What follows belongs to an exercise in optimizing a design on an open flow for small area and a short achievable clock period; a production flow would make more cautious choices. Only simulation tests tie the RTL to the original design; equivalence was not proved. Power and IR drop assume default switching activity.

ember:
==> flow/design.v <==
package mem_pkg;
    localparam int WORD_W = 32;
    localparam int BE_W   = 4;
    localparam int MAX_AW = 64;
    function automatic logic addr_ok(
        input logic [MAX_AW-1:0] addr,
        input int unsigned       depth
    );
        logic [MAX_AW-1:0] idx;
        idx = addr >> 2;
        addr_ok = (addr[1:0] == 2'b00) && (idx < MAX_AW'(depth));
    endfunction
endpackage
module mem_array #(
    parameter int DEPTH = 64,
    parameter int IW    = 6
) (
    input  logic                       clk_i,
    input  logic [DEPTH-1:0]           wsel_i,
    input  logic [mem_pkg::BE_W-1:0]   wbe_i,
    input  logic [DEPTH-1:0]           rsel_i,
    input  logic [mem_pkg::WORD_W-1:0] wdata_i,
    output logic [mem_pkg::WORD_W-1:0] rdata_o
);
    logic [DEPTH-1:0][mem_pkg::WORD_W-1:0] mem;
    for (genvar w = 0; w < DEPTH; w++) begin : g_word
        for (genvar b = 0; b < mem_pkg::BE_W; b++) begin : g_byte
            always_ff @(posedge clk_i) begin
                if (wbe_i[b] && wsel_i[w]) begin
                    mem[w][8*b +: 8] <= wdata_i[8*b +: 8];
                end
            end
        end
    end
    for (genvar i = 0; i < mem_pkg::WORD_W; i++) begin : g_col
        logic [DEPTH-1:0] col;
        for (genvar w = 0; w < DEPTH; w++) begin : g_bit
            assign col[w] = mem[w][i];
        end
        mem_rd_col u_col (
            .sel_i (rsel_i),
            .d_i   (col),
            .q_o   (rdata_o[i])
        );
    end
endmodule
module mem_rd_col (
    input  logic [63:0] sel_i,
    input  logic [63:0] d_i,
    output logic        q_o
);
    logic [21:0] t_n;    
    logic [5:0]  g;      
    logic [1:0]  h_n;
    for (genvar k = 0; k < 21; k++) begin : g_aoi
        mem_aoi222 u_aoi (
            .a0 (sel_i[3*k]),   .b0 (d_i[3*k]),
            .a1 (sel_i[3*k+1]), .b1 (d_i[3*k+1]),
            .a2 (sel_i[3*k+2]), .b2 (d_i[3*k+2]),
            .y  (t_n[k])
        );
    end
    mem_nand2 u_last (.a(sel_i[63]), .b(d_i[63]), .y(t_n[21]));
    for (genvar k = 0; k < 5; k++) begin : g_nd
        mem_nand4 u_nd (.a(t_n[4*k]), .b(t_n[4*k+1]), .c(t_n[4*k+2]), .d(t_n[4*k+3]), .y(g[k]));
    end
    mem_nand2 u_nd5 (.a(t_n[20]), .b(t_n[21]), .y(g[5]));
    mem_nor3 u_nr0 (.a(g[0]), .b(g[1]), .c(g[2]), .y(h_n[0]));
    mem_nor3 u_nr1 (.a(g[3]), .b(g[4]), .c(g[5]), .y(h_n[1]));
    mem_nand2 u_out (.a(h_n[0]), .b(h_n[1]), .y(q_o));
endmodule
module mem_aoi222 (
    input  logic a0, b0, a1, b1, a2, b2,
    output logic y
);
    assign y = !((a0 && b0) || (a1 && b1) || (a2 && b2));
endmodule
module mem_nand4 (
    input  logic a, b, c, d,
    output logic y
);
    assign y = !(a && b && c && d);
endmodule
module mem_nand2 (
    input  logic a, b,
    output logic y
);
    assign y = !(a && b);
endmodule
module mem_nor3 (
    input  logic a, b, c,
    output logic y
);
    assign y = !(a || b || c);
endmodule
module mem_responder #(
    parameter int DEPTH_WORDS = 64,
    parameter int WAIT_STATES = 2,
    parameter int ADDR_W      = 32
) (
    input  logic              clk,
    input  logic              reset,
    input  logic              req,
    input  logic              we,
    input  logic [ADDR_W-1:0] addr,
    input  logic [mem_pkg::WORD_W-1:0] wdata,
    input  logic [mem_pkg::BE_W-1:0]   be,
    output logic [mem_pkg::WORD_W-1:0] rdata,
    output logic              ready,
    output logic              err,
    output logic              busy
);
    localparam int IW = $clog2(DEPTH_WORDS);
    logic [mem_pkg::BE_W-1:0] be_w;
    assign be_w = be;
    logic                       busy_q, ready_q, err_q;
    logic [WAIT_STATES:1]       stage_q;     
    logic                       ok_q;        
    logic [DEPTH_WORDS-1:0]     sel_q;       
    logic [mem_pkg::BE_W-1:0]   wbe_q;       
    logic [mem_pkg::WORD_W-1:0] wdata_q;
    logic [mem_pkg::WORD_W-1:0] rd_q;        
    logic [mem_pkg::WORD_W-1:0] rdata_q;     
    logic [mem_pkg::WORD_W-1:0] ram_rdata;
    logic                       acc, ok, busy_d;
    assign acc = req && !busy_q;
    assign ok  = mem_pkg::addr_ok(mem_pkg::MAX_AW'(addr), DEPTH_WORDS);
    always_ff @(posedge clk or negedge reset) begin
        if (!reset) begin
            busy_q  <= 1'b0;
            stage_q <= '0;
            ready_q <= 1'b0;
            err_q   <= 1'b0;
        end else begin
            busy_q  <= busy_d;
            stage_q <= {stage_q[WAIT_STATES-1:1], acc};
            ready_q <= stage_q[WAIT_STATES];
            err_q   <= stage_q[WAIT_STATES] && !ok_q;
        end
    end
    assign busy_d = acc || (|stage_q);
    mem_flag u_busy (
        .clk_i   (clk),
        .rst_ni  (reset),
        .d_i     (busy_d),
        .q_o     (busy)
    );
    always_ff @(posedge clk) begin
        if (!busy_q) begin
            ok_q <= ok;
        end
    end
    always_ff @(posedge clk or negedge reset) begin
        if (!reset) begin
            wbe_q <= '0;
        end else begin
            wbe_q <= (acc && we && ok) ? be_w : '0;
        end
    end
    always_ff @(posedge clk) begin
        for (int w = 0; w < DEPTH_WORDS; w++) begin
            sel_q[w] <= ok && (addr[IW+1:2] == IW'(w));
        end
        wdata_q <= wdata;
        rd_q    <= ram_rdata;
        rdata_q <= rd_q;
    end
    mem_array #(
        .DEPTH (DEPTH_WORDS),
        .IW    (IW)
    ) u_array (
        .clk_i   (clk),
        .wsel_i  (sel_q),
        .wbe_i   (wbe_q),
        .wdata_i (wdata_q),
        .rsel_i  (sel_q),
        .rdata_o (ram_rdata)
    );
    assign rdata = rdata_q;
    assign ready = ready_q;
    assign err   = err_q;
endmodule
module mem_flag (
    input  logic clk_i,
    input  logic rst_ni,
    input  logic d_i,
    output logic q_o
);
    always_ff @(posedge clk_i or negedge rst_ni) begin
        if (!rst_ni) begin
            q_o <= 1'b0;
        end else begin
            q_o <= d_i;
        end
    end
endmodule
Settings: LEC_CHECK=0, CAP_MARGIN=20, CORE_MARGIN=2, CORE_UTILIZATION=60, CTS_BUF_LIST=sky130_fd_sc_hd__clkbuf_16, CTS_CLUSTER_DIAMETER=100, CTS_CLUSTER_SIZE=25, PLACE_DENSITY=0.66, SETUP_SLACK_MARGIN=3.0, SLEW_MARGIN=20, SYNTH_HIERARCHICAL=1, SYNTH_MINIMUM_KEEP_SIZE=0; clock period 5.0 ns.
run.sh (not shown) runs the stock make flow with config.mk's settings and CLKGATE_MAP_FILE= SYNTH_SCRIPT=/design/flow/synth_recipe.tcl, a recipe that flattens the netlist after the stock synthesis.
diff inputs: ember => nickel
- changing CORE_UTILIZATION from 60 to 55
- removing PLACE_DENSITY (formerly 0.66)
Findings:
The area of the multi-input gates on nickel is in line with that on ember. On global router's overall resource usage, the higher figure sits with ember, not nickel. Well tap count, nickel vs ember: up by a little under 10%. nickel: done, clean on timing, DRC and antenna. Relative to ember, nickel degrades die area. nickel gives less number of vias after detailed routing than ember did. ember -> nickel: cell area after layout decreased slightly. Any difference in proportion of power drawn by the clock network between nickel and ember is small enough to ignore. nickel against ember; post-cts gate resize count is down by more than 10%. Compared with ember, in nickel hold slack lost 12 ps, maximum operating frequency picked up an extra 0.94%.

[port drivers added, routing unchanged]
How much do the figures lean on ideal ports? The routed layouts below were timed once more, with nothing changed but the port constraints.
Step 1, drivers: a clkbuf_16 drives clk and a buf_2 each remaining input, both assumed.
Step 2 adds t to the input delays and takes it off the output delays; t is the mean of the earliest and latest rising clock arrival at the registers after step 1. Input paths then give back, and output paths get back, about the clock's delay inside the block.
Three values: ideal ports, drivers, drivers and shift; two values: the first two.
run	t (ns)	setup slack, ns	worst setup path at the end	worst data-port slew with drivers (ns)
ember	0.809	2.729 / 2.653 / 2.233	input to register	0.11
nickel	0.796	2.750 / 2.681 / 2.279	input to register	0.05
After both steps every run listed still meets setup and hold. For ember, which loses most, drivers alone change the setup slack by -0.076 ns; drivers and shift together by -0.496 ns.
